From an optimization exercise on the open Yosys and OpenROAD flow, aimed at small area, a short achievable clock period and few clock cycles per item; shortcuts taken in it are not production practice.
The RTL was checked by simulation tests, not by an equivalence proof against the original design.
Power figures rest on the tool's default switching activity, not on a simulated workload.

Setup of run A:
==> flow/design.v (excerpt) <==
module cnnTop (
    input  logic                            i_clk,
    input  logic                            i_rstN,
    input  logic                            i_wrEn,
    input  logic [6-1:0]          i_wrAddr,
    input  logic [8-1:0]           i_wrData,
    input  logic                            i_start,
    output logic                            o_busy,
    output logic                            o_done,
    output logic signed [24-1:0] o_result,
    output logic                            o_led
);
For scale: roughly 2000 cells after synthesis, ~660 flip-flops, ~45 I/O pins, ~0.028 sq mm of cells after synthesis.
Settings: LEC_CHECK=0, CAP_MARGIN=20, CELL_PAD_IN_SITES_DETAIL_PLACEMENT=0, CELL_PAD_IN_SITES_GLOBAL_PLACEMENT=0, CORE_MARGIN=2, CORE_UTILIZATION=40, SETUP_SLACK_MARGIN=5, SLEW_MARGIN=20; clock period 8.0 ns.
standard.sh (not shown) runs the stock make flow with config.mk's settings and CLKGATE_MAP_FILE= SYNTH_SCRIPT=/design/flow/synth_recipe.tcl, a recipe that flattens the netlist after the stock synthesis.
==> flow/flow/run.sh <==
#!/bin/bash
# The standard layout, with clock tree synthesis told not to add dummy loads.
# The CTS arguments are otherwise those the standard flow builds from config.mk.
set -euo pipefail
export CTS_ARGS="-sink_clustering_enable -repair_clock_nets -sink_clustering_size 30 -sink_clustering_max_diameter 80 -buf_list sky130_fd_sc_hd__clkbuf_16 -dont_use_dummy_load"
bash standard.sh finish > standard_make.log 2>&1
Testbench counts of run A, summed over its fixed seeds: cycles 8,832, images 128.
Relative to run A, the following input files were edited for run B:
- CTS_BUF_LIST now sky130_fd_sc_hd__clkbuf_16, previously not set
- TNS_END_PERCENT now 10, previously not set
- CTS_CLUSTER_DIAMETER now 80, previously not set
- CTS_CLUSTER_SIZE now 30, previously not set
- CELL_PAD_IN_SITES_GLOBAL_PLACEMENT no longer set, was 0
- CELL_PAD_IN_SITES_DETAIL_PLACEMENT no longer set, was 0
--- outcome ---
- Worst setup slack in run B is 200 ps below run A.
- Run B vs. run A: portion of the clock cycle consumed by the worst path in the final layout went up by 2.5 points.
- Comparing run A against run B, there is no change at all in sequential element share of the synthesized area.
- Changes observed in run B relative to run A: sequential share of layout area increased by 0.53 points relative to the old numbers; worst hold slack increased by 26 ps relative to the old numbers.
- Clock network power share delta for run B relative to run A: 1.5 points lower
- Area: run B vs run A -> run B smaller
- Comparing count of vias placed by the detailed router for run B and run A, the bigger number came from run B.
- Clock buffer count in run B is 5 lower than in run A
## Diff of input files: run C against run B
- removing TNS_END_PERCENT (formerly 10)
- changing CTS_CLUSTER_SIZE from 30 to 16
- changing CORE_UTILIZATION from 40 to 70
- changing CTS_CLUSTER_DIAMETER from 80 to 50
- changing CTS_BUF_LIST from sky130_fd_sc_hd__clkbuf_16 to sky130_fd_sc_hd__clkbuf_8
==> flow/run.sh (new file) <==
#!/bin/bash
# synth_recipe.tcl (not shown) runs the flow's synth.tcl, then flattens the netlist and writes it again
# the make line also repeats each setting of config.mk as NAME=value (left out here)
make -C /OpenROAD-flow-scripts/flow DESIGN_CONFIG=/design/flow/config.mk WORK_HOME=/design/flow/orfs CLKGATE_MAP_FILE= SYNTH_SCRIPT=/design/flow/synth_recipe.tcl finish
removed: flow/flow/run.sh
removed: flow/standard.sh
Notes after the runs:
- The lower post-placement cell count of run C and run B is in run C.
- Hold slack, run C and run B, lower one = run C.
- [compare] base=run B new=run C: highest fanout seen on the critical path shows a reduction of 6; number of buffers other than clock buffers in the final layout higher; maximum frequency went up; final core utilization went up by 34 points.
- Relative to run B, the design area of run C is lower by 0.34%.
- Re relative slew slack: run C is 3.5 points up on run B.
## Diff of input files: run D against run C
- swapping 16 for 30 in CTS_CLUSTER_SIZE
- swapping 70 for 40 in CORE_UTILIZATION
- swapping sky130_fd_sc_hd__clkbuf_8 for sky130_fd_sc_hd__clkbuf_16 in CTS_BUF_LIST
- swapping 50 for 80 in CTS_CLUSTER_DIAMETER
--- outcome ---
Run D ran to completion and came out clean on the timing, DRC and antenna checks. Delta (run D minus run C): number of placed cells counting well taps went up about 17%; worst path arrival time -200 ps; wire length of the first global-routing pass saw an increase; final cell count moved up. Relative to run C, number of DRC violations after detailed-routing iteration 0 decreased by 1109 in run D. Lower fraction of standard cell area in multi-input logic was reported by run D, not run C. Summary: worst setup slack after placement, run D worse than run C. Summary of run D over run C: power consumption moved up, setup slack higher. Comparing run D and run C, worst stage delay on the critical path is lower on run D. Fmax delta (run D − run C): favourable.
diff inputs: run D => run E
- CTS_CLUSTER_DIAMETER changed from 80 to 40
- CTS_BUF_LIST changed from sky130_fd_sc_hd__clkbuf_16 to sky130_fd_sc_hd__clkbuf_8
- CTS_CLUSTER_SIZE changed from 30 to 20
- Of the two values seen for end point of the critical path, mem[53][0]$_DFFE_PP_ was produced by run D and o_result[16] by run E.
- Summary of run E over run D: number of buffer and inverter instances along the worst setup path now larger; non-clock buffer count lower; clock latency of the later-clocked register in the worst-skew pair rose 110 ps; first-pass GRT wire length shows an increase of about 2%; final design instance area without fill moved up.
- Run E vs. run D: largest incremental delay on the critical path moved down; number of cells in the finished layout apart from fillers went up 118; filler cell count in the final layout lost 43.
- A critical path start-end classification of reg -> reg is what run D shows, while reg -> out belongs to run E.
- Run E: all stages complete, timing, DRC and antenna checks passed

## afterwards: timing with drivers on the ports
Ports are ideal in the flow. The routed layouts listed here were re-timed in OpenROAD.
Step 1: set_driving_cell puts a clkbuf_16 on i_clk and a buf_2 on each other input, an assumption about the parent block.
Step 2, shift: input delay + t, output delay - t, t = (earliest + latest rising clock arrival at the registers) / 2. This alone moves slack from input paths to output paths.
Three values: no drivers, after step 1, after step 2; two values: the first two.
run	t (ns)	slack for setup (ns)	hold slack, ns	worst slew at a driven data input, ns
run A	0.621	5.045 / 5.045 / 5.045	0.323 / 0.323 / 0.323	0.04
run B	0.669	4.844 / 4.778 / 4.881	0.349 / 0.349 / 0.349	0.05
run C	0.760	4.892 / 4.892 / 4.892	0.338 / 0.338 / 0.338	0.09
run D	0.651	4.992 / 4.950 / 4.992	0.333 / 0.333 / 0.333	0.04
run E	0.767	4.959 / 4.900 / 4.991	0.327 / 0.327 / 0.327	0.04
After both steps every run listed still meets setup and hold.
